Context: an optimization exercise on an open-source flow, tuned for small area, a short achievable clock period and few clock cycles per item. The choices shown serve that exercise and are no tape-out recipe.
No run shown here included a check of the RTL's function; only the layout flow was run.
Power is estimated from default activity; no workload was simulated.

==> flow/design.v (outline; a module is shown in full before it is edited, if it fits) <==
// module alu_pre: 27 lines
// module alu_stage1: 1063 lines
// module alu_stage2: 199 lines
// module pipelined_alu: 109 lines
module pipelined_alu (
  input  logic        clk,
  input  logic        rst,
  input  logic        in_valid,
  output logic        in_ready,
  input  logic [3:0]  op,
  input  logic [31:0] a,
  input  logic [31:0] b,
  output logic        out_valid,
  input  logic        out_ready,
  output logic [31:0] res,
  output logic [3:0]  flags,
  output logic [15:0] illegal_cnt
);
  // ...
==> flow/run.sh <==
#!/bin/bash
# synth_recipe.tcl (not shown) runs the flow's synth.tcl, then flattens the netlist and writes it again
# the make line also repeats each setting of config.mk as NAME=value (left out here)
make -C /OpenROAD-flow-scripts/flow DESIGN_CONFIG=/design/flow/config.mk WORK_HOME=/design/flow/orfs CLKGATE_MAP_FILE= SYNTH_SCRIPT=/design/flow/synth_recipe.tcl finish
==> flow/config.mk <==
export PLATFORM = sky130hd
export DESIGN_NAME = pipelined_alu
export DESIGN_NICKNAME = pipelined_alu
export VERILOG_FILES = /design/flow/design.v
export SDC_FILE = /design/flow/constraint.sdc
export NUM_CORES = 4
export LEC_CHECK = 0
export CAP_MARGIN = 20
export CORE_MARGIN = 2
export CORE_UTILIZATION = 40
export SETUP_SLACK_MARGIN = 5
export SLEW_MARGIN = 20
==> flow/constraint.sdc <==
create_clock -name core_clock -period 9.0 [get_ports {clk}]
set_input_delay 1.8000 -clock core_clock [delete_from_list [all_inputs] [get_ports {clk}]]
set_output_delay 1.8000 -clock core_clock [all_outputs]
set_load 0.01 [all_outputs]
==> results_dict.tcl, run 1 <==
set metrics [dict create \
    rr_worst_depth 13 \
    cts_tree "yes" \
    dp_hpwl_um 64600 \
    regArea_um2 7530 \
    start_util_pct 40.4 \
    seq_cells 254 \
    grt_pass1_vias 21337 \
    crit_slowest_cell "fa_1" \
    ir_drop_uv 247 \
    grtUsageMet3_pct 6.17 \
    async_flop_share_pct 7.87 \
    hold_start "ovf1$_SDFFCE_PN0P_" \
    endpoint "cut1[29]$_DFFE_PP_" \
    wl_um 96100 \
    drtAntennaViolNets 0 \
    fp.dieW_um 259 \
    hold_path_depth 0 \
    synth_flop_cell "edfxtp_1" \
    use_met1_pct 36.8 \
    status "complete, no violations" \
    yosysMostFrequentCell "inv_1" \
    yosysSeqAreaShare_pct 28.9 \
    r2r_start "is_mul0$_DFFE_PN_" \
    io_pins 126 \
    syn-num-nets 3043 \
    cp.depth 13 \
    worstSkewPairLatency_ns 0.61 \
    crit_path_start "is_mul0$_DFFE_PN_" \
    yosys.area.top_type_share_pct 27.0 \
]
==> module alu_pre, before the edit <==
module alu_pre (
  input  logic [3:0]  op,
  input  logic [31:0] b,
  output logic        sub,
  output logic [31:0] bx,
  output logic [15:0] bone,
  output logic [15:0] btwo,
  output logic        is_mul
);
  logic is_sll;
  logic [32:0] bext;
  logic [31:0] shd;
  assign is_mul = (op == 4'h9);
  assign is_sll = (op == 4'h6);
  assign sub    = (op == 4'h1) | (op == 4'hA) | (op == 4'hB);
  assign bx     = b ^ {32{sub}};
  assign bext = {b, 1'b0};
  always_comb begin
    for (int i = 0; i < 32; i++) shd[i] = (b[4:0] == i[4:0]);
  end
  for (genvar j = 0; j < 16; j++) begin : g_benc
    assign bone[j] = (is_mul & (bext[2*j+1] ^ bext[2*j])) | (is_sll & shd[2*j]);
    assign btwo[j] = (is_mul & ((bext[2*j+2] & ~bext[2*j+1] & ~bext[2*j]) |
                               (~bext[2*j+2] & bext[2*j+1] & bext[2*j]))) |
                     (is_sll & shd[2*j+1]);
  end
endmodule
==> module alu_stage1, before the edit <==
module alu_stage1 (
  input  logic [3:0]  op,
  input  logic [31:0] a,
  input  logic        sub,
  input  logic [31:0] bx,
  input  logic [15:0] bone,
  input  logic [15:0] btwo,
  input  logic        is_mul,
  output logic [93:0] cut,
  output logic        carry,
  output logic        ovf,
  output logic        legal
);
  logic [15:0] bneg;
  logic [32:0] s;
  logic [31:0] ro, sr;
  logic        ovf_s;
  assign legal  = ~(op[3] & op[2]);
  for (genvar j = 0; j < 16; j++) begin : g_bneg
    assign bneg[j] = is_mul & bx[2*j+1];
  end
  logic [31:0] pp0;
  logic [29:0] pp1;
  logic [27:0] pp2;
  logic [25:0] pp3;
  logic [23:0] pp4;
  logic [21:0] pp5;
  logic [19:0] pp6;
  logic [17:0] pp7;
  logic [15:0] pp8;
  logic [13:0] pp9;
  logic [11:0] pp10;
  logic [9:0] pp11;
  logic [7:0] pp12;
  logic [5:0] pp13;
  logic [3:0] pp14;
  logic [1:0] pp15;
  assign pp0 = (({32{bone[0]}} & a[31:0]) | ({32{btwo[0]}} & {a[30:0], 1'b0})) ^ {32{bneg[0]}};
  assign pp1 = (({30{bone[1]}} & a[29:0]) | ({30{btwo[1]}} & {a[28:0], 1'b0})) ^ {30{bneg[1]}};
  assign pp2 = (({28{bone[2]}} & a[27:0]) | ({28{btwo[2]}} & {a[26:0], 1'b0})) ^ {28{bneg[2]}};
  assign pp3 = (({26{bone[3]}} & a[25:0]) | ({26{btwo[3]}} & {a[24:0], 1'b0})) ^ {26{bneg[3]}};
  assign pp4 = (({24{bone[4]}} & a[23:0]) | ({24{btwo[4]}} & {a[22:0], 1'b0})) ^ {24{bneg[4]}};
  assign pp5 = (({22{bone[5]}} & a[21:0]) | ({22{btwo[5]}} & {a[20:0], 1'b0})) ^ {22{bneg[5]}};
  assign pp6 = (({20{bone[6]}} & a[19:0]) | ({20{btwo[6]}} & {a[18:0], 1'b0})) ^ {20{bneg[6]}};
  assign pp7 = (({18{bone[7]}} & a[17:0]) | ({18{btwo[7]}} & {a[16:0], 1'b0})) ^ {18{bneg[7]}};
  assign pp8 = (({16{bone[8]}} & a[15:0]) | ({16{btwo[8]}} & {a[14:0], 1'b0})) ^ {16{bneg[8]}};
  assign pp9 = (({14{bone[9]}} & a[13:0]) | ({14{btwo[9]}} & {a[12:0], 1'b0})) ^ {14{bneg[9]}};
  assign pp10 = (({12{bone[10]}} & a[11:0]) | ({12{btwo[10]}} & {a[10:0], 1'b0})) ^ {12{bneg[10]}};
  assign pp11 = (({10{bone[11]}} & a[9:0]) | ({10{btwo[11]}} & {a[8:0], 1'b0})) ^ {10{bneg[11]}};
  assign pp12 = (({8{bone[12]}} & a[7:0]) | ({8{btwo[12]}} & {a[6:0], 1'b0})) ^ {8{bneg[12]}};
  assign pp13 = (({6{bone[13]}} & a[5:0]) | ({6{btwo[13]}} & {a[4:0], 1'b0})) ^ {6{bneg[13]}};
  assign pp14 = (({4{bone[14]}} & a[3:0]) | ({4{btwo[14]}} & {a[2:0], 1'b0})) ^ {4{bneg[14]}};
  assign pp15 = (({2{bone[15]}} & a[1:0]) | ({2{btwo[15]}} & {a[0:0], 1'b0})) ^ {2{bneg[15]}};
  assign s  = {1'b0, a} + {1'b0, bx} + {32'd0, sub};
  assign ovf_s = (a[31] == bx[31]) && (s[31] != a[31]);
  assign sr = $unsigned($signed({(op[3] & a[31]), a}) >>> bx[4:0]);
  always_comb begin
    ro    = '0;
    carry = 1'b0;
    ovf   = 1'b0;
    case (op)
      4'h0, 4'h1: begin ro = s[31:0]; carry = s[32]; ovf = ovf_s; end
      4'h2: ro = a & bx;
      4'h3: ro = a | bx;
      4'h4: ro = a ^ bx;
      4'h5: ro = ~a;
      4'h7, 4'h8: ro = sr;
      4'hA: ro = {31'd0, s[31] ^ ovf_s};
      4'hB: ro = {31'd0, ~s[32]};
      default: ro = '0;
    endcase
  end
  logic t0_s1;
  logic t0_c2;
  logic t0_s3;
  logic t0_c4;
  logic t0_s5;
  logic t0_c6;
  logic t0_s7;
  logic t0_c8;
  logic t0_s9;
  logic t0_c10;
  logic t0_s11;
  logic t0_c12;
  logic t0_s13;
  logic t0_c14;
  logic t0_s15;
  logic t0_c16;
  logic t0_s17;
  logic t0_c18;
  logic t0_s19;
  logic t0_c20;
  logic t0_s21;
  logic t0_c22;
  logic t0_s23;
  logic t0_c24;
  logic t0_s25;
  logic t0_c26;
  logic t0_s27;
  logic t0_c28;
  logic t0_s29;
  logic t0_c30;
  logic t0_s31;
  logic t0_c32;
  logic t0_s33;
  logic t0_c34;
  logic t0_s35;
  logic t0_c36;
  logic t0_s37;
  logic t0_c38;
  logic t0_s39;
  logic t0_c40;
  logic t0_s41;
  logic t0_c42;
  logic t0_s43;
  logic t0_c44;
  logic t0_s45;
  logic t0_c46;
  logic t0_s47;
  logic t0_c48;
  logic t0_s49;
  logic t0_c50;
  logic t0_s51;
  logic t0_c52;
  logic t0_s53;
  logic t0_c54;
  logic t0_s55;
  logic t0_c56;
  logic t0_s57;
  logic t0_c58;
  logic t0_s59;
  logic t0_c60;
  logic t0_s61;
  logic t0_c62;
  logic t0_s63;
  logic t0_c64;
  logic t0_s65;
  logic t0_c66;
  logic t0_s67;
  logic t0_c68;
  logic t0_s69;
  logic t0_c70;
  logic t0_s71;
  logic t0_c72;
  logic t0_s73;
  logic t0_c74;
  logic t0_s75;
  logic t0_c76;
  logic t0_s77;
  logic t0_c78;
  logic t0_s79;
  logic t0_c80;
  logic t0_s81;
  logic t0_c82;
  logic t0_s83;
  logic t0_c84;
  logic t0_s85;
  logic t0_c86;
  logic t0_s87;
  logic t0_c88;
  logic t0_s89;
  logic t0_c90;
  logic t0_s91;
  logic t0_c92;
  logic t0_s93;
  logic t0_c94;
  logic t0_s95;
  logic t0_c96;
  logic t0_s97;
  logic t0_c98;
  logic t0_s99;
  logic t0_c100;
  logic t0_s101;
  logic t0_c102;
  logic t0_s103;
  logic t0_c104;
  logic t0_s105;
  logic t0_c106;
  logic t0_s107;
  logic t0_c108;
  logic t0_s109;
  logic t0_c110;
  logic t0_s111;
  logic t0_c112;
  logic t0_s113;
  logic t0_c114;
  logic t0_s115;
  logic t0_c116;
  logic t0_s117;
  logic t0_c118;
  logic t0_s119;
  logic t0_c120;
  logic t0_s121;
  logic t0_c122;
  logic t0_s123;
  logic t0_c124;
  logic t0_s125;
  logic t0_c126;
  logic t0_s127;
  logic t0_c128;
  logic t0_s129;
  logic t0_c130;
  logic t0_s131;
  logic t0_c132;
  logic t0_s133;
  logic t0_c134;
  logic t0_s135;
  logic t0_c136;
  logic t0_s137;
  logic t0_c138;
  logic t0_s139;
  logic t0_c140;
  logic t0_s141;
  logic t0_c142;
  logic t0_s143;
  logic t0_c144;
  logic t0_s145;
  logic t0_c146;
  logic t0_s147;
  logic t0_c148;
  logic t0_s149;
  logic t0_c150;
  logic t0_s151;
  logic t0_c152;
  logic t0_s153;
  logic t0_c154;
  logic t0_s155;
  logic t0_c156;
  logic t0_s157;
  logic t0_c158;
  logic t0_s159;
  logic t0_c160;
  logic t0_s161;
  logic t0_c162;
  logic t0_s163;
  logic t0_c164;
  logic t0_s165;
  logic t0_c166;
  logic t0_s167;
  logic t0_c168;
  logic t0_s169;
  logic t0_c170;
  logic t0_s171;
  logic t0_c172;
  logic t0_s173;
  logic t0_c174;
  logic t0_s175;
  logic t0_c176;
  logic t0_s177;
  logic t0_c178;
  logic t0_s179;
  logic t0_c180;
  logic t0_s181;
  logic t0_c182;
  logic t0_s183;
  logic t0_c184;
  logic t0_s185;
  logic t0_c186;
  logic t0_s187;
  logic t0_c188;
  logic t0_s189;
  logic t0_c190;
  logic t0_s191;
  logic t0_c192;
  logic t0_s193;
  logic t0_c194;
  logic t0_s195;
  logic t0_c196;
  logic t0_s197;
  logic t0_c198;
  logic t0_s199;
  logic t0_c200;
  logic t0_s201;
  logic t0_c202;
  logic t0_s203;
  logic t0_c204;
  logic t0_s205;
  logic t0_c206;
  logic t0_s207;
  logic t0_c208;
  logic t0_s209;
  logic t0_c210;
  logic t0_s211;
  logic t0_c212;
  logic t0_s213;
  logic t0_c214;
  logic t0_s215;
  logic t0_c216;
  logic t0_s217;
  logic t0_c218;
  logic t0_s219;
  logic t0_c220;
  logic t0_s221;
  logic t0_c222;
  logic t0_s223;
  logic t0_c224;
  logic t0_s225;
  logic t0_c226;
  logic t0_s227;
  logic t0_c228;
  logic t0_s229;
  logic t0_c230;
  logic t0_s231;
  logic t0_c232;
  logic t0_s233;
  logic t0_c234;
  logic t0_s235;
  logic t0_c236;
  logic t0_s237;
  logic t0_c238;
  logic t0_s239;
  logic t0_c240;
  logic t0_s241;
  logic t0_c242;
  logic t0_s243;
  logic t0_c244;
  logic t0_s245;
  logic t0_c246;
  logic t0_s247;
  logic t0_c248;
  logic t0_s249;
  logic t0_c250;
  logic t0_s251;
  logic t0_c252;
  logic t0_s253;
  logic t0_c254;
  logic t0_s255;
  logic t0_c256;
  logic t0_s257;
  logic t0_c258;
  logic t0_s259;
  logic t0_c260;
  logic t0_s261;
  logic t0_c262;
  logic t0_s263;
  logic t0_c264;
  logic t0_s265;
  logic t0_c266;
  logic t0_s267;
  logic t0_c268;
  logic t0_s269;
  logic t0_c270;
  logic t0_s271;
  logic t0_c272;
  logic t0_s273;
  logic t0_c274;
  logic t0_s275;
  logic t0_c276;
  logic t0_s277;
  logic t0_c278;
  logic t0_s279;
  logic t0_c280;
  logic t0_s281;
  logic t0_c282;
  logic t0_s283;
  logic t0_c284;
  logic t0_s285;
  logic t0_c286;
  logic t0_s287;
  logic t0_c288;
  logic t0_s289;
  logic t0_c290;
  logic t0_s291;
  logic t0_c292;
  logic t0_s293;
  logic t0_c294;
  logic t0_s295;
  logic t0_c296;
  logic t0_s297;
  logic t0_c298;
  logic t0_s299;
  logic t0_c300;
  logic t0_s301;
  logic t0_c302;
  logic t0_s303;
  logic t0_c304;
  logic t0_s305;
  logic t0_c306;
  logic t0_s307;
  logic t0_c308;
  logic t0_s309;
  logic t0_c310;
  logic t0_s311;
  logic t0_c312;
  logic t0_s313;
  logic t0_c314;
  logic t0_s315;
  logic t0_c316;
  logic t0_s317;
  logic t0_c318;
  logic t0_s319;
  logic t0_c320;
  logic t0_s321;
  logic t0_c322;
  logic t0_s323;
  logic t0_c324;
  logic t0_s325;
  logic t0_c326;
  logic t0_s327;
  logic t0_c328;
  logic t0_s329;
  logic t0_c330;
  logic t0_s331;
  logic t0_c332;
  logic t0_s333;
  logic t0_c334;
  logic t0_s335;
  logic t0_c336;
  logic t1_s337;
  logic t1_c338;
  logic t1_s339;
  logic t1_c340;
  logic t1_s341;
  logic t1_c342;
  logic t1_s343;
  logic t1_c344;
  logic t1_s345;
  logic t1_c346;
  logic t1_s347;
  logic t1_c348;
  logic t1_s349;
  logic t1_c350;
  logic t1_s351;
  logic t1_c352;
  logic t1_s353;
  logic t1_c354;
  logic t1_s355;
  logic t1_c356;
  logic t1_s357;
  logic t1_c358;
  logic t1_s359;
  logic t1_c360;
  logic t1_s361;
  logic t1_c362;
  logic t1_s363;
  logic t1_c364;
  logic t1_s365;
  logic t1_c366;
  logic t1_s367;
  logic t1_c368;
  logic t1_s369;
  logic t1_c370;
  logic t1_s371;
  logic t1_c372;
  logic t1_s373;
  logic t1_c374;
  logic t1_s375;
  logic t1_c376;
  logic t1_s377;
  logic t1_c378;
  logic t1_s379;
  logic t1_c380;
  logic t1_s381;
  logic t1_c382;
  logic t1_s383;
  logic t1_c384;
  logic t1_s385;
  logic t1_c386;
  logic t1_s387;
  logic t1_c388;
  logic t1_s389;
  logic t1_c390;
  logic t1_s391;
  logic t1_c392;
  logic t1_s393;
  logic t1_c394;
  logic t1_s395;
  logic t1_c396;
  logic t1_s397;
  logic t1_c398;
  logic t1_s399;
  logic t1_c400;
  logic t1_s401;
  logic t1_c402;
  logic t1_s403;
  logic t1_c404;
  logic t1_s405;
  logic t1_c406;
  logic t1_s407;
  logic t1_c408;
  logic t1_s409;
  logic t1_c410;
  logic t1_s411;
  logic t1_c412;
  logic t1_s413;
  logic t1_c414;
  logic t1_s415;
  logic t1_c416;
  logic t1_s417;
  logic t1_c418;
  logic t1_s419;
  logic t1_c420;
  logic t1_s421;
  logic t1_c422;
  logic t1_s423;
  logic t1_c424;
  logic t1_s425;
  logic t1_c426;
  logic t1_s427;
  logic t1_c428;
  logic t1_s429;
  logic t1_c430;
  logic t1_s431;
  logic t1_c432;
  logic t1_s433;
  logic t1_c434;
  logic t1_s435;
  logic t1_c436;
  logic t1_s437;
  logic t1_c438;
  logic t1_s439;
  logic t1_c440;
  logic t1_s441;
  logic t1_c442;
  logic t1_s443;
  logic t1_c444;
  logic t1_s445;
  logic t1_c446;
  logic t1_s447;
  logic t1_c448;
  assign t0_s1 = pp0[10] ^ pp1[8];
  assign t0_c2 = pp0[10] & pp1[8];
  assign t0_s3 = pp0[11] ^ pp1[9];
  assign t0_c4 = pp0[11] & pp1[9];
  assign t0_s5 = pp0[12] ^ pp1[10] ^ pp2[8];
  assign t0_c6 = (pp0[12] & pp1[10]) | (pp2[8] & (pp0[12] ^ pp1[10]));
  assign t0_s7 = pp3[6] ^ pp4[4];
  assign t0_c8 = pp3[6] & pp4[4];
  assign t0_s9 = pp0[13] ^ pp1[11] ^ pp2[9];
  assign t0_c10 = (pp0[13] & pp1[11]) | (pp2[9] & (pp0[13] ^ pp1[11]));
  assign t0_s11 = pp3[7] ^ pp4[5];
  assign t0_c12 = pp3[7] & pp4[5];
  assign t0_s13 = pp0[14] ^ pp1[12] ^ pp2[10];
  assign t0_c14 = (pp0[14] & pp1[12]) | (pp2[10] & (pp0[14] ^ pp1[12]));
  assign t0_s15 = pp3[8] ^ pp4[6] ^ pp5[4];
  assign t0_c16 = (pp3[8] & pp4[6]) | (pp5[4] & (pp3[8] ^ pp4[6]));
  assign t0_s17 = pp6[2] ^ pp7[0];
  assign t0_c18 = pp6[2] & pp7[0];
  assign t0_s19 = pp0[15] ^ pp1[13] ^ pp2[11];
  assign t0_c20 = (pp0[15] & pp1[13]) | (pp2[11] & (pp0[15] ^ pp1[13]));
  assign t0_s21 = pp3[9] ^ pp4[7] ^ pp5[5];
  assign t0_c22 = (pp3[9] & pp4[7]) | (pp5[5] & (pp3[9] ^ pp4[7]));
  assign t0_s23 = pp6[3] ^ pp7[1];
  assign t0_c24 = pp6[3] & pp7[1];
  assign t0_s25 = pp0[16] ^ pp1[14] ^ pp2[12];
  assign t0_c26 = (pp0[16] & pp1[14]) | (pp2[12] & (pp0[16] ^ pp1[14]));
  assign t0_s27 = pp3[10] ^ pp4[8] ^ pp5[6];
  assign t0_c28 = (pp3[10] & pp4[8]) | (pp5[6] & (pp3[10] ^ pp4[8]));
  assign t0_s29 = pp6[4] ^ pp7[2];
  assign t0_c30 = pp6[4] & pp7[2];
  assign t0_s31 = pp0[17] ^ pp1[15] ^ pp2[13];
  assign t0_c32 = (pp0[17] & pp1[15]) | (pp2[13] & (pp0[17] ^ pp1[15]));
  assign t0_s33 = pp3[11] ^ pp4[9] ^ pp5[7];
  assign t0_c34 = (pp3[11] & pp4[9]) | (pp5[7] & (pp3[11] ^ pp4[9]));
  assign t0_s35 = pp6[5] ^ pp7[3];
  assign t0_c36 = pp6[5] & pp7[3];
  assign t0_s37 = pp0[18] ^ pp1[16] ^ pp2[14];
  assign t0_c38 = (pp0[18] & pp1[16]) | (pp2[14] & (pp0[18] ^ pp1[16]));
  assign t0_s39 = pp3[12] ^ pp4[10] ^ pp5[8];
  assign t0_c40 = (pp3[12] & pp4[10]) | (pp5[8] & (pp3[12] ^ pp4[10]));
  assign t0_s41 = pp6[6] ^ pp7[4];
  assign t0_c42 = pp6[6] & pp7[4];
  assign t0_s43 = pp0[19] ^ pp1[17] ^ pp2[15];
  assign t0_c44 = (pp0[19] & pp1[17]) | (pp2[15] & (pp0[19] ^ pp1[17]));
  assign t0_s45 = pp3[13] ^ pp4[11] ^ pp5[9];
  assign t0_c46 = (pp3[13] & pp4[11]) | (pp5[9] & (pp3[13] ^ pp4[11]));
  assign t0_s47 = pp6[7] ^ pp7[5];
  assign t0_c48 = pp6[7] & pp7[5];
  assign t0_s49 = pp0[20] ^ pp1[18] ^ pp2[16];
  assign t0_c50 = (pp0[20] & pp1[18]) | (pp2[16] & (pp0[20] ^ pp1[18]));
  assign t0_s51 = pp3[14] ^ pp4[12] ^ pp5[10];
  assign t0_c52 = (pp3[14] & pp4[12]) | (pp5[10] & (pp3[14] ^ pp4[12]));
  assign t0_s53 = pp6[8] ^ pp7[6];
  assign t0_c54 = pp6[8] & pp7[6];
  assign t0_s55 = pp0[21] ^ pp1[19] ^ pp2[17];
  assign t0_c56 = (pp0[21] & pp1[19]) | (pp2[17] & (pp0[21] ^ pp1[19]));
  assign t0_s57 = pp3[15] ^ pp4[13] ^ pp5[11];
  assign t0_c58 = (pp3[15] & pp4[13]) | (pp5[11] & (pp3[15] ^ pp4[13]));
  assign t0_s59 = pp6[9] ^ pp7[7];
  assign t0_c60 = pp6[9] & pp7[7];
  assign t0_s61 = pp0[22] ^ pp1[20] ^ pp2[18];
  assign t0_c62 = (pp0[22] & pp1[20]) | (pp2[18] & (pp0[22] ^ pp1[20]));
  assign t0_s63 = pp3[16] ^ pp4[14] ^ pp5[12];
  assign t0_c64 = (pp3[16] & pp4[14]) | (pp5[12] & (pp3[16] ^ pp4[14]));
  assign t0_s65 = pp6[10] ^ pp7[8];
  assign t0_c66 = pp6[10] & pp7[8];
  assign t0_s67 = pp0[23] ^ pp1[21] ^ pp2[19];
  assign t0_c68 = (pp0[23] & pp1[21]) | (pp2[19] & (pp0[23] ^ pp1[21]));
  assign t0_s69 = pp3[17] ^ pp4[15] ^ pp5[13];
  assign t0_c70 = (pp3[17] & pp4[15]) | (pp5[13] & (pp3[17] ^ pp4[15]));
  assign t0_s71 = pp6[11] ^ pp7[9];
  assign t0_c72 = pp6[11] & pp7[9];
  assign t0_s73 = pp0[24] ^ pp1[22] ^ pp2[20];
  assign t0_c74 = (pp0[24] & pp1[22]) | (pp2[20] & (pp0[24] ^ pp1[22]));
  assign t0_s75 = pp3[18] ^ pp4[16] ^ pp5[14];
  assign t0_c76 = (pp3[18] & pp4[16]) | (pp5[14] & (pp3[18] ^ pp4[16]));
  assign t0_s77 = pp6[12] ^ pp7[10];
  assign t0_c78 = pp6[12] & pp7[10];
  assign t0_s79 = pp0[25] ^ pp1[23] ^ pp2[21];
  assign t0_c80 = (pp0[25] & pp1[23]) | (pp2[21] & (pp0[25] ^ pp1[23]));
  assign t0_s81 = pp3[19] ^ pp4[17] ^ pp5[15];
  assign t0_c82 = (pp3[19] & pp4[17]) | (pp5[15] & (pp3[19] ^ pp4[17]));
  assign t0_s83 = pp6[13] ^ pp7[11];
  assign t0_c84 = pp6[13] & pp7[11];
  assign t0_s85 = pp0[26] ^ pp1[24] ^ pp2[22];
  assign t0_c86 = (pp0[26] & pp1[24]) | (pp2[22] & (pp0[26] ^ pp1[24]));
  assign t0_s87 = pp3[20] ^ pp4[18] ^ pp5[16];
  assign t0_c88 = (pp3[20] & pp4[18]) | (pp5[16] & (pp3[20] ^ pp4[18]));
  assign t0_s89 = pp6[14] ^ pp7[12];
  assign t0_c90 = pp6[14] & pp7[12];
  assign t0_s91 = pp0[27] ^ pp1[25] ^ pp2[23];
  assign t0_c92 = (pp0[27] & pp1[25]) | (pp2[23] & (pp0[27] ^ pp1[25]));
  assign t0_s93 = pp3[21] ^ pp4[19] ^ pp5[17];
  assign t0_c94 = (pp3[21] & pp4[19]) | (pp5[17] & (pp3[21] ^ pp4[19]));
  assign t0_s95 = pp6[15] ^ pp7[13];
  assign t0_c96 = pp6[15] & pp7[13];
  assign t0_s97 = pp0[28] ^ pp1[26] ^ pp2[24];
  assign t0_c98 = (pp0[28] & pp1[26]) | (pp2[24] & (pp0[28] ^ pp1[26]));
  assign t0_s99 = pp3[22] ^ pp4[20] ^ pp5[18];
  assign t0_c100 = (pp3[22] & pp4[20]) | (pp5[18] & (pp3[22] ^ pp4[20]));
  assign t0_s101 = pp6[16] ^ pp7[14];
  assign t0_c102 = pp6[16] & pp7[14];
  assign t0_s103 = pp0[29] ^ pp1[27] ^ pp2[25];
  assign t0_c104 = (pp0[29] & pp1[27]) | (pp2[25] & (pp0[29] ^ pp1[27]));
  assign t0_s105 = pp3[23] ^ pp4[21] ^ pp5[19];
  assign t0_c106 = (pp3[23] & pp4[21]) | (pp5[19] & (pp3[23] ^ pp4[21]));
  assign t0_s107 = pp6[17] ^ pp7[15];
  assign t0_c108 = pp6[17] & pp7[15];
  assign t0_s109 = pp0[30] ^ pp1[28] ^ pp2[26];
  assign t0_c110 = (pp0[30] & pp1[28]) | (pp2[26] & (pp0[30] ^ pp1[28]));
  assign t0_s111 = pp3[24] ^ pp4[22] ^ pp5[20];
  assign t0_c112 = (pp3[24] & pp4[22]) | (pp5[20] & (pp3[24] ^ pp4[22]));
  assign t0_s113 = pp6[18] ^ pp7[16];
  assign t0_c114 = pp6[18] & pp7[16];
  assign t0_s115 = pp0[31] ^ pp1[29] ^ pp2[27];
  assign t0_c116 = (pp0[31] & pp1[29]) | (pp2[27] & (pp0[31] ^ pp1[29]));
  assign t0_s117 = pp3[25] ^ pp4[23] ^ pp5[21];
  assign t0_c118 = (pp3[25] & pp4[23]) | (pp5[21] & (pp3[25] ^ pp4[23]));
  assign t0_s119 = pp6[19] ^ pp7[17];
  assign t0_c120 = pp6[19] & pp7[17];
  assign t0_s121 = pp0[6] ^ pp1[4];
  assign t0_c122 = pp0[6] & pp1[4];
  assign t0_s123 = pp0[7] ^ pp1[5];
  assign t0_c124 = pp0[7] & pp1[5];
  assign t0_s125 = pp0[8] ^ pp1[6] ^ pp2[4];
  assign t0_c126 = (pp0[8] & pp1[6]) | (pp2[4] & (pp0[8] ^ pp1[6]));
  assign t0_s127 = pp3[2] ^ pp4[0];
  assign t0_c128 = pp3[2] & pp4[0];
  assign t0_s129 = pp0[9] ^ pp1[7] ^ pp2[5];
  assign t0_c130 = (pp0[9] & pp1[7]) | (pp2[5] & (pp0[9] ^ pp1[7]));
  assign t0_s131 = pp3[3] ^ pp4[1];
  assign t0_c132 = pp3[3] & pp4[1];
  assign t0_s133 = pp2[6] ^ pp3[4] ^ pp4[2];
  assign t0_c134 = (pp2[6] & pp3[4]) | (pp4[2] & (pp2[6] ^ pp3[4]));
  assign t0_s135 = pp5[0] ^ bneg[5] ^ t0_s1;
  assign t0_c136 = (pp5[0] & bneg[5]) | (t0_s1 & (pp5[0] ^ bneg[5]));
  assign t0_s137 = pp2[7] ^ pp3[5] ^ pp4[3];
  assign t0_c138 = (pp2[7] & pp3[5]) | (pp4[3] & (pp2[7] ^ pp3[5]));
  assign t0_s139 = pp5[1] ^ t0_s3 ^ t0_c2;
  assign t0_c140 = (pp5[1] & t0_s3) | (t0_c2 & (pp5[1] ^ t0_s3));
  assign t0_s141 = pp5[2] ^ pp6[0] ^ bneg[6];
  assign t0_c142 = (pp5[2] & pp6[0]) | (bneg[6] & (pp5[2] ^ pp6[0]));
  assign t0_s143 = t0_s5 ^ t0_s7 ^ t0_c4;
  assign t0_c144 = (t0_s5 & t0_s7) | (t0_c4 & (t0_s5 ^ t0_s7));
  assign t0_s145 = pp5[3] ^ pp6[1] ^ t0_s9;
  assign t0_c146 = (pp5[3] & pp6[1]) | (t0_s9 & (pp5[3] ^ pp6[1]));
  assign t0_s147 = t0_s11 ^ t0_c6 ^ t0_c8;
  assign t0_c148 = (t0_s11 & t0_c6) | (t0_c8 & (t0_s11 ^ t0_c6));
  assign t0_s149 = bneg[7] ^ t0_s13 ^ t0_s15;
  assign t0_c150 = (bneg[7] & t0_s13) | (t0_s15 & (bneg[7] ^ t0_s13));
  assign t0_s151 = t0_s17 ^ t0_c10 ^ t0_c12;
  assign t0_c152 = (t0_s17 & t0_c10) | (t0_c12 & (t0_s17 ^ t0_c10));
  assign t0_s153 = t0_s19 ^ t0_s21 ^ t0_s23;
  assign t0_c154 = (t0_s19 & t0_s21) | (t0_s23 & (t0_s19 ^ t0_s21));
  assign t0_s155 = t0_c14 ^ t0_c16 ^ t0_c18;
  assign t0_c156 = (t0_c14 & t0_c16) | (t0_c18 & (t0_c14 ^ t0_c16));
  assign t0_s157 = t0_s25 ^ t0_s27 ^ t0_s29;
  assign t0_c158 = (t0_s25 & t0_s27) | (t0_s29 & (t0_s25 ^ t0_s27));
  assign t0_s159 = t0_c20 ^ t0_c22 ^ t0_c24;
  assign t0_c160 = (t0_c20 & t0_c22) | (t0_c24 & (t0_c20 ^ t0_c22));
  assign t0_s161 = t0_s31 ^ t0_s33 ^ t0_s35;
  assign t0_c162 = (t0_s31 & t0_s33) | (t0_s35 & (t0_s31 ^ t0_s33));
  assign t0_s163 = t0_c26 ^ t0_c28 ^ t0_c30;
  assign t0_c164 = (t0_c26 & t0_c28) | (t0_c30 & (t0_c26 ^ t0_c28));
  assign t0_s165 = t0_s37 ^ t0_s39 ^ t0_s41;
  assign t0_c166 = (t0_s37 & t0_s39) | (t0_s41 & (t0_s37 ^ t0_s39));
  assign t0_s167 = t0_c32 ^ t0_c34 ^ t0_c36;
  assign t0_c168 = (t0_c32 & t0_c34) | (t0_c36 & (t0_c32 ^ t0_c34));
  assign t0_s169 = t0_s43 ^ t0_s45 ^ t0_s47;
  assign t0_c170 = (t0_s43 & t0_s45) | (t0_s47 & (t0_s43 ^ t0_s45));
  assign t0_s171 = t0_c38 ^ t0_c40 ^ t0_c42;
  assign t0_c172 = (t0_c38 & t0_c40) | (t0_c42 & (t0_c38 ^ t0_c40));
  assign t0_s173 = t0_s49 ^ t0_s51 ^ t0_s53;
  assign t0_c174 = (t0_s49 & t0_s51) | (t0_s53 & (t0_s49 ^ t0_s51));
  assign t0_s175 = t0_c44 ^ t0_c46 ^ t0_c48;
  assign t0_c176 = (t0_c44 & t0_c46) | (t0_c48 & (t0_c44 ^ t0_c46));
  assign t0_s177 = t0_s55 ^ t0_s57 ^ t0_s59;
  assign t0_c178 = (t0_s55 & t0_s57) | (t0_s59 & (t0_s55 ^ t0_s57));
  assign t0_s179 = t0_c50 ^ t0_c52 ^ t0_c54;
  assign t0_c180 = (t0_c50 & t0_c52) | (t0_c54 & (t0_c50 ^ t0_c52));
  assign t0_s181 = t0_s61 ^ t0_s63 ^ t0_s65;
  assign t0_c182 = (t0_s61 & t0_s63) | (t0_s65 & (t0_s61 ^ t0_s63));
  assign t0_s183 = t0_c56 ^ t0_c58 ^ t0_c60;
  assign t0_c184 = (t0_c56 & t0_c58) | (t0_c60 & (t0_c56 ^ t0_c58));
  assign t0_s185 = t0_s67 ^ t0_s69 ^ t0_s71;
  assign t0_c186 = (t0_s67 & t0_s69) | (t0_s71 & (t0_s67 ^ t0_s69));
  assign t0_s187 = t0_c62 ^ t0_c64 ^ t0_c66;
  assign t0_c188 = (t0_c62 & t0_c64) | (t0_c66 & (t0_c62 ^ t0_c64));
  assign t0_s189 = t0_s73 ^ t0_s75 ^ t0_s77;
  assign t0_c190 = (t0_s73 & t0_s75) | (t0_s77 & (t0_s73 ^ t0_s75));
  assign t0_s191 = t0_c68 ^ t0_c70 ^ t0_c72;
  assign t0_c192 = (t0_c68 & t0_c70) | (t0_c72 & (t0_c68 ^ t0_c70));
  assign t0_s193 = t0_s79 ^ t0_s81 ^ t0_s83;
  assign t0_c194 = (t0_s79 & t0_s81) | (t0_s83 & (t0_s79 ^ t0_s81));
  assign t0_s195 = t0_c74 ^ t0_c76 ^ t0_c78;
  assign t0_c196 = (t0_c74 & t0_c76) | (t0_c78 & (t0_c74 ^ t0_c76));
  assign t0_s197 = t0_s85 ^ t0_s87 ^ t0_s89;
  assign t0_c198 = (t0_s85 & t0_s87) | (t0_s89 & (t0_s85 ^ t0_s87));
  assign t0_s199 = t0_c80 ^ t0_c82 ^ t0_c84;
  assign t0_c200 = (t0_c80 & t0_c82) | (t0_c84 & (t0_c80 ^ t0_c82));
  assign t0_s201 = t0_s91 ^ t0_s93 ^ t0_s95;
  assign t0_c202 = (t0_s91 & t0_s93) | (t0_s95 & (t0_s91 ^ t0_s93));
  assign t0_s203 = t0_c86 ^ t0_c88 ^ t0_c90;
  assign t0_c204 = (t0_c86 & t0_c88) | (t0_c90 & (t0_c86 ^ t0_c88));
  assign t0_s205 = t0_s97 ^ t0_s99 ^ t0_s101;
  assign t0_c206 = (t0_s97 & t0_s99) | (t0_s101 & (t0_s97 ^ t0_s99));
  assign t0_s207 = t0_c92 ^ t0_c94 ^ t0_c96;
  assign t0_c208 = (t0_c92 & t0_c94) | (t0_c96 & (t0_c92 ^ t0_c94));
  assign t0_s209 = t0_s103 ^ t0_s105 ^ t0_s107;
  assign t0_c210 = (t0_s103 & t0_s105) | (t0_s107 & (t0_s103 ^ t0_s105));
  assign t0_s211 = t0_c98 ^ t0_c100 ^ t0_c102;
  assign t0_c212 = (t0_c98 & t0_c100) | (t0_c102 & (t0_c98 ^ t0_c100));
  assign t0_s213 = t0_s109 ^ t0_s111 ^ t0_s113;
  assign t0_c214 = (t0_s109 & t0_s111) | (t0_s113 & (t0_s109 ^ t0_s111));
  assign t0_s215 = t0_c104 ^ t0_c106 ^ t0_c108;
  assign t0_c216 = (t0_c104 & t0_c106) | (t0_c108 & (t0_c104 ^ t0_c106));
  assign t0_s217 = t0_s115 ^ t0_s117 ^ t0_s119;
  assign t0_c218 = (t0_s115 & t0_s117) | (t0_s119 & (t0_s115 ^ t0_s117));
  assign t0_s219 = t0_c110 ^ t0_c112 ^ t0_c114;
  assign t0_c220 = (t0_c110 & t0_c112) | (t0_c114 & (t0_c110 ^ t0_c112));
  assign t0_s221 = pp0[4] ^ pp1[2];
  assign t0_c222 = pp0[4] & pp1[2];
  assign t0_s223 = pp0[5] ^ pp1[3];
  assign t0_c224 = pp0[5] & pp1[3];
  assign t0_s225 = pp2[2] ^ pp3[0] ^ bneg[3];
  assign t0_c226 = (pp2[2] & pp3[0]) | (bneg[3] & (pp2[2] ^ pp3[0]));
  assign t0_s227 = pp2[3] ^ pp3[1] ^ t0_s123;
  assign t0_c228 = (pp2[3] & pp3[1]) | (t0_s123 & (pp2[3] ^ pp3[1]));
  assign t0_s229 = bneg[4] ^ t0_s125 ^ t0_s127;
  assign t0_c230 = (bneg[4] & t0_s125) | (t0_s127 & (bneg[4] ^ t0_s125));
  assign t0_s231 = t0_s129 ^ t0_s131 ^ t0_c126;
  assign t0_c232 = (t0_s129 & t0_s131) | (t0_c126 & (t0_s129 ^ t0_s131));
  assign t0_s233 = t0_s133 ^ t0_c130 ^ t0_c132;
  assign t0_c234 = (t0_s133 & t0_c130) | (t0_c132 & (t0_s133 ^ t0_c130));
  assign t0_s235 = t0_s137 ^ t0_c134 ^ t0_s139;
  assign t0_c236 = (t0_s137 & t0_c134) | (t0_s139 & (t0_s137 ^ t0_c134));
  assign t0_s237 = t0_s141 ^ t0_c138 ^ t0_s143;
  assign t0_c238 = (t0_s141 & t0_c138) | (t0_s143 & (t0_s141 ^ t0_c138));
  assign t0_s239 = t0_c142 ^ t0_s145 ^ t0_s147;
  assign t0_c240 = (t0_c142 & t0_s145) | (t0_s147 & (t0_c142 ^ t0_s145));
  assign t0_s241 = t0_s149 ^ t0_s151 ^ t0_c146;
  assign t0_c242 = (t0_s149 & t0_s151) | (t0_c146 & (t0_s149 ^ t0_s151));
  assign t0_s243 = t0_s153 ^ t0_s155 ^ t0_c150;
  assign t0_c244 = (t0_s153 & t0_s155) | (t0_c150 & (t0_s153 ^ t0_s155));
  assign t0_s245 = t0_s157 ^ t0_s159 ^ t0_c154;
  assign t0_c246 = (t0_s157 & t0_s159) | (t0_c154 & (t0_s157 ^ t0_s159));
  assign t0_s247 = t0_s161 ^ t0_s163 ^ t0_c158;
  assign t0_c248 = (t0_s161 & t0_s163) | (t0_c158 & (t0_s161 ^ t0_s163));
  assign t0_s249 = t0_s165 ^ t0_s167 ^ t0_c162;
  assign t0_c250 = (t0_s165 & t0_s167) | (t0_c162 & (t0_s165 ^ t0_s167));
  assign t0_s251 = t0_s169 ^ t0_s171 ^ t0_c166;
  assign t0_c252 = (t0_s169 & t0_s171) | (t0_c166 & (t0_s169 ^ t0_s171));
  assign t0_s253 = t0_s173 ^ t0_s175 ^ t0_c170;
  assign t0_c254 = (t0_s173 & t0_s175) | (t0_c170 & (t0_s173 ^ t0_s175));
  assign t0_s255 = t0_s177 ^ t0_s179 ^ t0_c174;
  assign t0_c256 = (t0_s177 & t0_s179) | (t0_c174 & (t0_s177 ^ t0_s179));
  assign t0_s257 = t0_s181 ^ t0_s183 ^ t0_c178;
  assign t0_c258 = (t0_s181 & t0_s183) | (t0_c178 & (t0_s181 ^ t0_s183));
  assign t0_s259 = t0_s185 ^ t0_s187 ^ t0_c182;
  assign t0_c260 = (t0_s185 & t0_s187) | (t0_c182 & (t0_s185 ^ t0_s187));
  assign t0_s261 = t0_s189 ^ t0_s191 ^ t0_c186;
  assign t0_c262 = (t0_s189 & t0_s191) | (t0_c186 & (t0_s189 ^ t0_s191));
  assign t0_s263 = t0_s193 ^ t0_s195 ^ t0_c190;
  assign t0_c264 = (t0_s193 & t0_s195) | (t0_c190 & (t0_s193 ^ t0_s195));
  assign t0_s265 = t0_s197 ^ t0_s199 ^ t0_c194;
  assign t0_c266 = (t0_s197 & t0_s199) | (t0_c194 & (t0_s197 ^ t0_s199));
  assign t0_s267 = t0_s201 ^ t0_s203 ^ t0_c198;
  assign t0_c268 = (t0_s201 & t0_s203) | (t0_c198 & (t0_s201 ^ t0_s203));
  assign t0_s269 = t0_s205 ^ t0_s207 ^ t0_c202;
  assign t0_c270 = (t0_s205 & t0_s207) | (t0_c202 & (t0_s205 ^ t0_s207));
  assign t0_s271 = t0_s209 ^ t0_s211 ^ t0_c206;
  assign t0_c272 = (t0_s209 & t0_s211) | (t0_c206 & (t0_s209 ^ t0_s211));
  assign t0_s273 = t0_s213 ^ t0_s215 ^ t0_c210;
  assign t0_c274 = (t0_s213 & t0_s215) | (t0_c210 & (t0_s213 ^ t0_s215));
  assign t0_s275 = t0_s217 ^ t0_s219 ^ t0_c214;
  assign t0_c276 = (t0_s217 & t0_s219) | (t0_c214 & (t0_s217 ^ t0_s219));
  assign t0_s277 = pp0[2] ^ pp1[0];
  assign t0_c278 = pp0[2] & pp1[0];
  assign t0_s279 = pp0[3] ^ pp1[1];
  assign t0_c280 = pp0[3] & pp1[1];
  assign t0_s281 = pp2[0] ^ bneg[2] ^ t0_s221;
  assign t0_c282 = (pp2[0] & bneg[2]) | (t0_s221 & (pp2[0] ^ bneg[2]));
  assign t0_s283 = pp2[1] ^ t0_s223 ^ t0_c222;
  assign t0_c284 = (pp2[1] & t0_s223) | (t0_c222 & (pp2[1] ^ t0_s223));
  assign t0_s285 = t0_s225 ^ t0_s121 ^ t0_c224;
  assign t0_c286 = (t0_s225 & t0_s121) | (t0_c224 & (t0_s225 ^ t0_s121));
  assign t0_s287 = t0_c122 ^ t0_c226 ^ t0_s227;
  assign t0_c288 = (t0_c122 & t0_c226) | (t0_s227 & (t0_c122 ^ t0_c226));
  assign t0_s289 = t0_c124 ^ t0_s229 ^ t0_c228;
  assign t0_c290 = (t0_c124 & t0_s229) | (t0_c228 & (t0_c124 ^ t0_s229));
  assign t0_s291 = t0_c128 ^ t0_s231 ^ t0_c230;
  assign t0_c292 = (t0_c128 & t0_s231) | (t0_c230 & (t0_c128 ^ t0_s231));
  assign t0_s293 = t0_s233 ^ t0_s135 ^ t0_c232;
  assign t0_c294 = (t0_s233 & t0_s135) | (t0_c232 & (t0_s233 ^ t0_s135));
  assign t0_s295 = t0_c136 ^ t0_c234 ^ t0_s235;
  assign t0_c296 = (t0_c136 & t0_c234) | (t0_s235 & (t0_c136 ^ t0_c234));
  assign t0_s297 = t0_c140 ^ t0_s237 ^ t0_c236;
  assign t0_c298 = (t0_c140 & t0_s237) | (t0_c236 & (t0_c140 ^ t0_s237));
  assign t0_s299 = t0_c144 ^ t0_s239 ^ t0_c238;
  assign t0_c300 = (t0_c144 & t0_s239) | (t0_c238 & (t0_c144 ^ t0_s239));
  assign t0_s301 = t0_c148 ^ t0_s241 ^ t0_c240;
  assign t0_c302 = (t0_c148 & t0_s241) | (t0_c240 & (t0_c148 ^ t0_s241));
  assign t0_s303 = t0_c152 ^ t0_s243 ^ t0_c242;
  assign t0_c304 = (t0_c152 & t0_s243) | (t0_c242 & (t0_c152 ^ t0_s243));
  assign t0_s305 = t0_c156 ^ t0_s245 ^ t0_c244;
  assign t0_c306 = (t0_c156 & t0_s245) | (t0_c244 & (t0_c156 ^ t0_s245));
  assign t0_s307 = t0_c160 ^ t0_s247 ^ t0_c246;
  assign t0_c308 = (t0_c160 & t0_s247) | (t0_c246 & (t0_c160 ^ t0_s247));
  assign t0_s309 = t0_c164 ^ t0_s249 ^ t0_c248;
  assign t0_c310 = (t0_c164 & t0_s249) | (t0_c248 & (t0_c164 ^ t0_s249));
  assign t0_s311 = t0_c168 ^ t0_s251 ^ t0_c250;
  assign t0_c312 = (t0_c168 & t0_s251) | (t0_c250 & (t0_c168 ^ t0_s251));
  assign t0_s313 = t0_c172 ^ t0_s253 ^ t0_c252;
  assign t0_c314 = (t0_c172 & t0_s253) | (t0_c252 & (t0_c172 ^ t0_s253));
  assign t0_s315 = t0_c176 ^ t0_s255 ^ t0_c254;
  assign t0_c316 = (t0_c176 & t0_s255) | (t0_c254 & (t0_c176 ^ t0_s255));
  assign t0_s317 = t0_c180 ^ t0_s257 ^ t0_c256;
  assign t0_c318 = (t0_c180 & t0_s257) | (t0_c256 & (t0_c180 ^ t0_s257));
  assign t0_s319 = t0_c184 ^ t0_s259 ^ t0_c258;
  assign t0_c320 = (t0_c184 & t0_s259) | (t0_c258 & (t0_c184 ^ t0_s259));
  assign t0_s321 = t0_c188 ^ t0_s261 ^ t0_c260;
  assign t0_c322 = (t0_c188 & t0_s261) | (t0_c260 & (t0_c188 ^ t0_s261));
  assign t0_s323 = t0_c192 ^ t0_s263 ^ t0_c262;
  assign t0_c324 = (t0_c192 & t0_s263) | (t0_c262 & (t0_c192 ^ t0_s263));
  assign t0_s325 = t0_c196 ^ t0_s265 ^ t0_c264;
  assign t0_c326 = (t0_c196 & t0_s265) | (t0_c264 & (t0_c196 ^ t0_s265));
  assign t0_s327 = t0_c200 ^ t0_s267 ^ t0_c266;
  assign t0_c328 = (t0_c200 & t0_s267) | (t0_c266 & (t0_c200 ^ t0_s267));
  assign t0_s329 = t0_c204 ^ t0_s269 ^ t0_c268;
  assign t0_c330 = (t0_c204 & t0_s269) | (t0_c268 & (t0_c204 ^ t0_s269));
  assign t0_s331 = t0_c208 ^ t0_s271 ^ t0_c270;
  assign t0_c332 = (t0_c208 & t0_s271) | (t0_c270 & (t0_c208 ^ t0_s271));
  assign t0_s333 = t0_c212 ^ t0_s273 ^ t0_c272;
  assign t0_c334 = (t0_c212 & t0_s273) | (t0_c272 & (t0_c212 ^ t0_s273));
  assign t0_s335 = t0_c216 ^ t0_s275 ^ t0_c274;
  assign t0_c336 = (t0_c216 & t0_s275) | (t0_c274 & (t0_c216 ^ t0_s275));
  assign t1_s337 = pp8[10] ^ pp9[8];
  assign t1_c338 = pp8[10] & pp9[8];
  assign t1_s339 = pp8[11] ^ pp9[9];
  assign t1_c340 = pp8[11] & pp9[9];
  assign t1_s341 = pp8[12] ^ pp9[10] ^ pp10[8];
  assign t1_c342 = (pp8[12] & pp9[10]) | (pp10[8] & (pp8[12] ^ pp9[10]));
  assign t1_s343 = pp11[6] ^ pp12[4];
  assign t1_c344 = pp11[6] & pp12[4];
  assign t1_s345 = pp8[13] ^ pp9[11] ^ pp10[9];
  assign t1_c346 = (pp8[13] & pp9[11]) | (pp10[9] & (pp8[13] ^ pp9[11]));
  assign t1_s347 = pp11[7] ^ pp12[5];
  assign t1_c348 = pp11[7] & pp12[5];
  assign t1_s349 = pp8[14] ^ pp9[12] ^ pp10[10];
  assign t1_c350 = (pp8[14] & pp9[12]) | (pp10[10] & (pp8[14] ^ pp9[12]));
  assign t1_s351 = pp11[8] ^ pp12[6] ^ pp13[4];
  assign t1_c352 = (pp11[8] & pp12[6]) | (pp13[4] & (pp11[8] ^ pp12[6]));
  assign t1_s353 = pp14[2] ^ pp15[0];
  assign t1_c354 = pp14[2] & pp15[0];
  assign t1_s355 = pp8[15] ^ pp9[13] ^ pp10[11];
  assign t1_c356 = (pp8[15] & pp9[13]) | (pp10[11] & (pp8[15] ^ pp9[13]));
  assign t1_s357 = pp11[9] ^ pp12[7] ^ pp13[5];
  assign t1_c358 = (pp11[9] & pp12[7]) | (pp13[5] & (pp11[9] ^ pp12[7]));
  assign t1_s359 = pp14[3] ^ pp15[1];
  assign t1_c360 = pp14[3] & pp15[1];
  assign t1_s361 = pp8[6] ^ pp9[4];
  assign t1_c362 = pp8[6] & pp9[4];
  assign t1_s363 = pp8[7] ^ pp9[5];
  assign t1_c364 = pp8[7] & pp9[5];
  assign t1_s365 = pp8[8] ^ pp9[6] ^ pp10[4];
  assign t1_c366 = (pp8[8] & pp9[6]) | (pp10[4] & (pp8[8] ^ pp9[6]));
  assign t1_s367 = pp11[2] ^ pp12[0];
  assign t1_c368 = pp11[2] & pp12[0];
  assign t1_s369 = pp8[9] ^ pp9[7] ^ pp10[5];
  assign t1_c370 = (pp8[9] & pp9[7]) | (pp10[5] & (pp8[9] ^ pp9[7]));
  assign t1_s371 = pp11[3] ^ pp12[1];
  assign t1_c372 = pp11[3] & pp12[1];
  assign t1_s373 = pp10[6] ^ pp11[4] ^ pp12[2];
  assign t1_c374 = (pp10[6] & pp11[4]) | (pp12[2] & (pp10[6] ^ pp11[4]));
  assign t1_s375 = pp13[0] ^ bneg[13] ^ t1_s337;
  assign t1_c376 = (pp13[0] & bneg[13]) | (t1_s337 & (pp13[0] ^ bneg[13]));
  assign t1_s377 = pp10[7] ^ pp11[5] ^ pp12[3];
  assign t1_c378 = (pp10[7] & pp11[5]) | (pp12[3] & (pp10[7] ^ pp11[5]));
  assign t1_s379 = pp13[1] ^ t1_s339 ^ t1_c338;
  assign t1_c380 = (pp13[1] & t1_s339) | (t1_c338 & (pp13[1] ^ t1_s339));
  assign t1_s381 = pp13[2] ^ pp14[0] ^ bneg[14];
  assign t1_c382 = (pp13[2] & pp14[0]) | (bneg[14] & (pp13[2] ^ pp14[0]));
  assign t1_s383 = t1_s341 ^ t1_s343 ^ t1_c340;
  assign t1_c384 = (t1_s341 & t1_s343) | (t1_c340 & (t1_s341 ^ t1_s343));
  assign t1_s385 = pp13[3] ^ pp14[1] ^ t1_s345;
  assign t1_c386 = (pp13[3] & pp14[1]) | (t1_s345 & (pp13[3] ^ pp14[1]));
  assign t1_s387 = t1_s347 ^ t1_c342 ^ t1_c344;
  assign t1_c388 = (t1_s347 & t1_c342) | (t1_c344 & (t1_s347 ^ t1_c342));
  assign t1_s389 = bneg[15] ^ t1_s349 ^ t1_s351;
  assign t1_c390 = (bneg[15] & t1_s349) | (t1_s351 & (bneg[15] ^ t1_s349));
  assign t1_s391 = t1_s353 ^ t1_c346 ^ t1_c348;
  assign t1_c392 = (t1_s353 & t1_c346) | (t1_c348 & (t1_s353 ^ t1_c346));
  assign t1_s393 = t1_s355 ^ t1_s357 ^ t1_s359;
  assign t1_c394 = (t1_s355 & t1_s357) | (t1_s359 & (t1_s355 ^ t1_s357));
  assign t1_s395 = t1_c350 ^ t1_c352 ^ t1_c354;
  assign t1_c396 = (t1_c350 & t1_c352) | (t1_c354 & (t1_c350 ^ t1_c352));
  assign t1_s397 = pp8[4] ^ pp9[2];
  assign t1_c398 = pp8[4] & pp9[2];
  assign t1_s399 = pp8[5] ^ pp9[3];
  assign t1_c400 = pp8[5] & pp9[3];
  assign t1_s401 = pp10[2] ^ pp11[0] ^ bneg[11];
  assign t1_c402 = (pp10[2] & pp11[0]) | (bneg[11] & (pp10[2] ^ pp11[0]));
  assign t1_s403 = pp10[3] ^ pp11[1] ^ t1_s363;
  assign t1_c404 = (pp10[3] & pp11[1]) | (t1_s363 & (pp10[3] ^ pp11[1]));
  assign t1_s405 = bneg[12] ^ t1_s365 ^ t1_s367;
  assign t1_c406 = (bneg[12] & t1_s365) | (t1_s367 & (bneg[12] ^ t1_s365));
  assign t1_s407 = t1_s369 ^ t1_s371 ^ t1_c366;
  assign t1_c408 = (t1_s369 & t1_s371) | (t1_c366 & (t1_s369 ^ t1_s371));
  assign t1_s409 = t1_s373 ^ t1_c370 ^ t1_c372;
  assign t1_c410 = (t1_s373 & t1_c370) | (t1_c372 & (t1_s373 ^ t1_c370));
  assign t1_s411 = t1_s377 ^ t1_c374 ^ t1_s379;
  assign t1_c412 = (t1_s377 & t1_c374) | (t1_s379 & (t1_s377 ^ t1_c374));
  assign t1_s413 = t1_s381 ^ t1_c378 ^ t1_s383;
  assign t1_c414 = (t1_s381 & t1_c378) | (t1_s383 & (t1_s381 ^ t1_c378));
  assign t1_s415 = t1_c382 ^ t1_s385 ^ t1_s387;
  assign t1_c416 = (t1_c382 & t1_s385) | (t1_s387 & (t1_c382 ^ t1_s385));
  assign t1_s417 = t1_s389 ^ t1_s391 ^ t1_c386;
  assign t1_c418 = (t1_s389 & t1_s391) | (t1_c386 & (t1_s389 ^ t1_s391));
  assign t1_s419 = t1_s393 ^ t1_s395 ^ t1_c390;
  assign t1_c420 = (t1_s393 & t1_s395) | (t1_c390 & (t1_s393 ^ t1_s395));
  assign t1_s421 = pp8[2] ^ pp9[0];
  assign t1_c422 = pp8[2] & pp9[0];
  assign t1_s423 = pp8[3] ^ pp9[1];
  assign t1_c424 = pp8[3] & pp9[1];
  assign t1_s425 = pp10[0] ^ bneg[10] ^ t1_s397;
  assign t1_c426 = (pp10[0] & bneg[10]) | (t1_s397 & (pp10[0] ^ bneg[10]));
  assign t1_s427 = pp10[1] ^ t1_s399 ^ t1_c398;
  assign t1_c428 = (pp10[1] & t1_s399) | (t1_c398 & (pp10[1] ^ t1_s399));
  assign t1_s429 = t1_s401 ^ t1_s361 ^ t1_c400;
  assign t1_c430 = (t1_s401 & t1_s361) | (t1_c400 & (t1_s401 ^ t1_s361));
  assign t1_s431 = t1_c362 ^ t1_c402 ^ t1_s403;
  assign t1_c432 = (t1_c362 & t1_c402) | (t1_s403 & (t1_c362 ^ t1_c402));
  assign t1_s433 = t1_c364 ^ t1_s405 ^ t1_c404;
  assign t1_c434 = (t1_c364 & t1_s405) | (t1_c404 & (t1_c364 ^ t1_s405));
  assign t1_s435 = t1_c368 ^ t1_s407 ^ t1_c406;
  assign t1_c436 = (t1_c368 & t1_s407) | (t1_c406 & (t1_c368 ^ t1_s407));
  assign t1_s437 = t1_s409 ^ t1_s375 ^ t1_c408;
  assign t1_c438 = (t1_s409 & t1_s375) | (t1_c408 & (t1_s409 ^ t1_s375));
  assign t1_s439 = t1_c376 ^ t1_c410 ^ t1_s411;
  assign t1_c440 = (t1_c376 & t1_c410) | (t1_s411 & (t1_c376 ^ t1_c410));
  assign t1_s441 = t1_c380 ^ t1_s413 ^ t1_c412;
  assign t1_c442 = (t1_c380 & t1_s413) | (t1_c412 & (t1_c380 ^ t1_s413));
  assign t1_s443 = t1_c384 ^ t1_s415 ^ t1_c414;
  assign t1_c444 = (t1_c384 & t1_s415) | (t1_c414 & (t1_c384 ^ t1_s415));
  assign t1_s445 = t1_c388 ^ t1_s417 ^ t1_c416;
  assign t1_c446 = (t1_c388 & t1_s417) | (t1_c416 & (t1_c388 ^ t1_s417));
  assign t1_s447 = t1_c392 ^ t1_s419 ^ t1_c418;
  assign t1_c448 = (t1_c392 & t1_s419) | (t1_c418 & (t1_c392 ^ t1_s419));
  assign cut[0] = (pp0[0] | ro[0]);
  assign cut[1] = bneg[0];
  assign cut[2] = (pp0[1] | ro[1]);
  assign cut[3] = t0_s277;
  assign cut[4] = (bneg[1] | ro[2]);
  assign cut[5] = (t0_s279 | ro[3]);
  assign cut[6] = t0_c278;
  assign cut[7] = t0_s281;
  assign cut[8] = (t0_c280 | ro[4]);
  assign cut[9] = (t0_s283 | ro[5]);
  assign cut[10] = t0_c282;
  assign cut[11] = (t0_s285 | ro[6]);
  assign cut[12] = t0_c284;
  assign cut[13] = t0_s287;
  assign cut[14] = (t0_c286 | ro[7]);
  assign cut[15] = (t0_s289 | ro[8]);
  assign cut[16] = t0_c288;
  assign cut[17] = (t0_s291 | ro[9]);
  assign cut[18] = t0_c290;
  assign cut[19] = (t0_s293 | ro[10]);
  assign cut[20] = t0_c292;
  assign cut[21] = t0_s295;
  assign cut[22] = (t0_c294 | ro[11]);
  assign cut[23] = (t0_s297 | ro[12]);
  assign cut[24] = t0_c296;
  assign cut[25] = (t0_s299 | ro[13]);
  assign cut[26] = t0_c298;
  assign cut[27] = (t0_s301 | ro[14]);
  assign cut[28] = t0_c300;
  assign cut[29] = (t0_s303 | ro[15]);
  assign cut[30] = t0_c302;
  assign cut[31] = t0_s305;
  assign cut[32] = t0_c304;
  assign cut[33] = (pp8[0] | ro[16]);
  assign cut[34] = bneg[8];
  assign cut[35] = t0_s307;
  assign cut[36] = t0_c306;
  assign cut[37] = (pp8[1] | ro[17]);
  assign cut[38] = t0_s309;
  assign cut[39] = t0_c308;
  assign cut[40] = t1_s421;
  assign cut[41] = (bneg[9] | ro[18]);
  assign cut[42] = t0_s311;
  assign cut[43] = t0_c310;
  assign cut[44] = (t1_s423 | ro[19]);
  assign cut[45] = t1_c422;
  assign cut[46] = t0_s313;
  assign cut[47] = t0_c312;
  assign cut[48] = t1_s425;
  assign cut[49] = (t1_c424 | ro[20]);
  assign cut[50] = t0_s315;
  assign cut[51] = t0_c314;
  assign cut[52] = (t1_s427 | ro[21]);
  assign cut[53] = t1_c426;
  assign cut[54] = t0_s317;
  assign cut[55] = t0_c316;
  assign cut[56] = (t1_s429 | ro[22]);
  assign cut[57] = t1_c428;
  assign cut[58] = t0_s319;
  assign cut[59] = t0_c318;
  assign cut[60] = t1_s431;
  assign cut[61] = (t1_c430 | ro[23]);
  assign cut[62] = t0_s321;
  assign cut[63] = t0_c320;
  assign cut[64] = (t1_s433 | ro[24]);
  assign cut[65] = t1_c432;
  assign cut[66] = t0_s323;
  assign cut[67] = t0_c322;
  assign cut[68] = (t1_s435 | ro[25]);
  assign cut[69] = t1_c434;
  assign cut[70] = t0_s325;
  assign cut[71] = t0_c324;
  assign cut[72] = (t1_s437 | ro[26]);
  assign cut[73] = t1_c436;
  assign cut[74] = t0_s327;
  assign cut[75] = t0_c326;
  assign cut[76] = t1_s439;
  assign cut[77] = (t1_c438 | ro[27]);
  assign cut[78] = (t0_s329 | ro[28]);
  assign cut[79] = t0_c328;
  assign cut[80] = t1_s441;
  assign cut[81] = t1_c440;
  assign cut[82] = (t0_s331 | ro[29]);
  assign cut[83] = t0_c330;
  assign cut[84] = t1_s443;
  assign cut[85] = t1_c442;
  assign cut[86] = (t0_s333 | ro[30]);
  assign cut[87] = t0_c332;
  assign cut[88] = t1_s445;
  assign cut[89] = t1_c444;
  assign cut[90] = (t0_s335 | ro[31]);
  assign cut[91] = t0_c334;
  assign cut[92] = t1_s447;
  assign cut[93] = t1_c446;
endmodule
==> run 2: changes to the inputs <==
--- a/flow/design.v
+++ b/flow/design.v
@@ -5,3 +5,6 @@
   input  logic [3:0]  op,
+  input  logic [31:0] a,
   input  logic [31:0] b,
+  output logic [31:0] ax,
+  output logic        rev,
   output logic        sub,
@@ -12,3 +15,3 @@
 );
-  logic is_sll;
+  logic is_sll, is_sh;
   logic [32:0] bext;
@@ -17,2 +20,7 @@
   assign is_sll = (op == 4'h6);
+  assign rev    = (op == 4'h7) | (op == 4'h8);
+  assign is_sh  = is_sll | rev;
+  for (genvar i = 0; i < 32; i++) begin : g_rev
+    assign ax[i] = rev ? a[31-i] : a[i];
+  end
   assign sub    = (op == 4'h1) | (op == 4'hA) | (op == 4'hB);
@@ -24,6 +32,6 @@
   for (genvar j = 0; j < 16; j++) begin : g_benc
-    assign bone[j] = (is_mul & (bext[2*j+1] ^ bext[2*j])) | (is_sll & shd[2*j]);
+    assign bone[j] = (is_mul & (bext[2*j+1] ^ bext[2*j])) | (is_sh & shd[2*j]);
     assign btwo[j] = (is_mul & ((bext[2*j+2] & ~bext[2*j+1] & ~bext[2*j]) |
                                (~bext[2*j+2] & bext[2*j+1] & bext[2*j]))) |
-                     (is_sll & shd[2*j+1]);
+                     (is_sh & shd[2*j+1]);
   end
@@ -45,3 +53,3 @@
   logic [32:0] s;
-  logic [31:0] ro, sr;
+  logic [31:0] ro, fill;
   logic        ovf_s;
@@ -85,3 +93,5 @@
   assign ovf_s = (a[31] == bx[31]) && (s[31] != a[31]);
-  assign sr = $unsigned($signed({(op[3] & a[31]), a}) >>> bx[4:0]);
+  always_comb begin
+    for (int i = 0; i < 32; i++) fill[i] = op[3] & a[0] & (i[4:0] < bx[4:0]);
+  end
   always_comb begin
@@ -96,3 +106,3 @@
       4'h5: ro = ~a;
-      4'h7, 4'h8: ro = sr;
+      4'h7, 4'h8: ro = fill;
       4'hA: ro = {31'd0, s[31] ^ ovf_s};
@@ -1310,2 +1320,3 @@
   logic [31:0] a0, bx0;
+  logic        rev0;
   logic        sub0;
@@ -1314,3 +1325,4 @@
   logic        sub_p;
-  logic [31:0] bx_p;
+  logic [31:0] bx_p, ax_p;
+  logic        rev_p, rev1, rev2;
   logic [15:0] bone_p, btwo_p;
@@ -1331,2 +1343,5 @@
     .op   (op),
+    .a    (a),
+    .ax   (ax_p),
+    .rev  (rev_p),
     .b    (b),
@@ -1371,3 +1386,4 @@
       op0     <= op;
-      a0      <= a;
+      a0      <= ax_p;
+      rev0    <= rev_p;
       sub0    <= sub_p;
@@ -1383,2 +1399,3 @@
       legal1 <= legal_s;
+      rev1   <= rev0;
     end
@@ -1387,2 +1404,3 @@
       fl2  <= {legal1, carry1, ovf1};
+      rev2 <= rev1;
     end
@@ -1397,4 +1415,6 @@
   assign out_valid   = v2;
-  assign res         = res2;
-  assign flags       = {res2[31], fl2[2] & (res2 == 32'd0), fl2[1:0]};
+  for (genvar i = 0; i < 32; i++) begin : g_res
+    assign res[i] = rev2 ? res2[31-i] : res2[i];
+  end
+  assign flags       = {res[31], fl2[2] & (res2 == 32'd0), fl2[1:0]};
   assign illegal_cnt = cnt;
==> run 2 against run 1 <==
Net effect:
- worst setup slack improved by 0.019 ns
- wire length decreased by 11%
- via count fell by 7.0%
- combinational power fell by 4.6%
- sequential cell count rose by 3
- clock power fell by 17%
- clock skew fell by 0.022 ns
- cell count shrank 4.3%
- largest cell class unchanged
- largest power group unchanged
==> results_dict.tcl, run 2 <==
set metrics [dict create \
    ir_drop_uv 194 \
    rr_worst_depth 12 \
    drt_iter0_markers 2449 \
    yosys.area.top_type_share_pct 28.3 \
    ys_seq_elements 257 \
    r2r_start "is_mul0$_DFFE_PN_" \
    crit_family "simple AND/OR/NAND/NOR gates" \
    fillers 5776 \
    grt_pass1_wl_um 127000 \
    synth_cells 2522 \
    status "complete, no violations" \
    synth_flop_cell "edfxtp_1" \
    slew_violations 0 \
    place.gp.congestion 0.909 \
    area_growth_syn_to_layout_pct 17.4 \
    yosysSeqAreaShare_pct 30.3 \
    via_per_inst 5.85 \
    endpoint "in_ready" \
    worstSkewPairLatency_ns 0.58 \
    post_dp_cell_area_um2 27200 \
    crit_path_start "out_ready" \
    synth_edf_count 237 \
    gr-usage-all-layers_pct 26.0 \
    slew_headroom_pct 31.2 \
    rsz0062_at_grt "yes" \
    synth_area_um2 25200 \
    syn_area_per_cell_um2 9.98 \
    syn-num-nets 2924 \
    dr.pass1.iters 8 \
    cts_tree "yes" \
    worst_clock_skew_ns 0.0118 \
    r2r_setup_slack_ns 4.98 \
    drtAntennaViolNets 0 \
    start_util_pct 40.6 \
    io_pins 126 \
    wl_um 85300 \
    cp.depth 3 \
    overflow 0 \
    period_needed_ns 4.02 \
    postCtsHoldBufs 0 \
    crit_slowest_cell "or2_4" \
    async_flop_share_pct 7.78 \
    top_register "cut1" \
    dp_hpwl_um 59900 \
    grt_pass1_vias 20104 \
    cts_made_buffers 31 \
    yosysMostFrequentCell "inv_1" \
    hold_path_depth 0 \
    fp.dieW_um 255 \
]
run 2: kinds of logic after synthesis:
logic type / after synthesis / share of synthesized area [%]
simple gates: 373 / 6.71
buf+inv: 474 / 7.11
xor+xnor: 406 / 14.1
compound gates: 611 / 16.6
fa+ha+maj: 330 / 22.0
mux: 71 / 3.15
flops: 257 / 30.3
run 2: timing repair:
action                                  CTS  global route
endpoints found under the setup margin   93            32
setup buffers                            54            30
pin swaps                                19            25
gates resized for setup                  80            52
cloned                                    7             1
run 2: metal layers:
metal	share of wire, %	vias to the layer above	GRT usage, %
met5	0	-	0
met4	4.1	0	8.97
met3	9.4	221	4.22
met2	46	1159	41.9
met1	41	10010	35.4
li1	-	8952	-
run 2: worst min-delay path by stage:
stage / endpoint / startpoint / slack [ns]
after global routing: fl2[0]$_DFFE_PN_ / ovf1$_SDFFCE_PN0P_ / 0.43
after floorplan: fl2[0]$_DFFE_PN_ / ovf1$_SDFFCE_PN0P_ / 0.40
after CTS: rev2$_DFFE_PN_ / rev1$_DFFE_PP_ / 0.42
after detailed placement: rev2$_DFFE_PN_ / rev1$_DFFE_PP_ / 0.40
after global placement: fl2[0]$_DFFE_PN_ / ovf1$_SDFFCE_PN0P_ / 0.41
final: rev2$_DFFE_PN_ / rev1$_DFFE_PP_ / 0.42
run 2: worst register-to-register path, cell delays in order, from the launching register on:
cell       delay [ns]
edfxtp_1         0.42
buf_4            0.18
buf_4            0.13
bufbuf_16        0.30
nand2_4          0.31
xnor2_1          0.16
fa_1             0.52
inv_1            0.06
fa_1             0.56
fa_1             0.43
a21oi_1          0.13
o221ai_1         0.13
or3_1            0.42
run 2: cell type report:
cell class / count / area [µm²] / share of cell area [%]
inverters: 278 / 1040 / 3.53
diodes: 2 / 5.00 / 0.0169
clock inverters: 13 / 90.1 / 0.305
multi-input cells: 1795 / 16300 / 55.3
repair buffers: 258 / 2590 / 8.75
well taps: 837 / 1050 / 3.54
clock buffers: 40 / 810 / 2.74
flip-flops and latches: 257 / 7620 / 25.8
run 2: stage by stage:
| step | std cells | setup WS [ns] | utilization (%) | power [mW] | hold slack, ns |
|---|---|---|---|---|---|
| final | 3480 | 4.98 | 47.7 | 9.66 | 0.416 |
| after global routing | 3478 | 4.85 | 47.7 | 10.4 | 0.432 |
| after CTS | 3447 | 4.76 | 46.9 | 9.58 | 0.418 |
| after detailed placement | 3333 | 3.97 | 43.9 | 8.28 | 0.405 |
| after global placement | 3332 | 4.09 | 43.9 | 8.15 | 0.409 |
| after floorplan | 2522 | 4.67 | - | 6.21 | 0.400 |
run 2: power groups by stage:
stage / sequential (mW) / combinational, mW / clock [mW]
6_report: 2.28 / 6.24 / 1.14
2_1_floorplan: 2.16 / 4.05 / 0
4_1_cts: 2.29 / 6.12 / 1.16
3_3_place_gp: 2.32 / 5.83 / 0
5_1_grt: 2.31 / 6.88 / 1.21
3_5_place_dp: 2.33 / 5.95 / 0

Check on run 2: ideal ports give 4.976 ns setup slack; a clkbuf_16 on the clock port and buf_2 on the inputs give 4.944 ns; moving port delays by the midpoint clock arrival (0.635 ns) as well gives 4.846 ns.
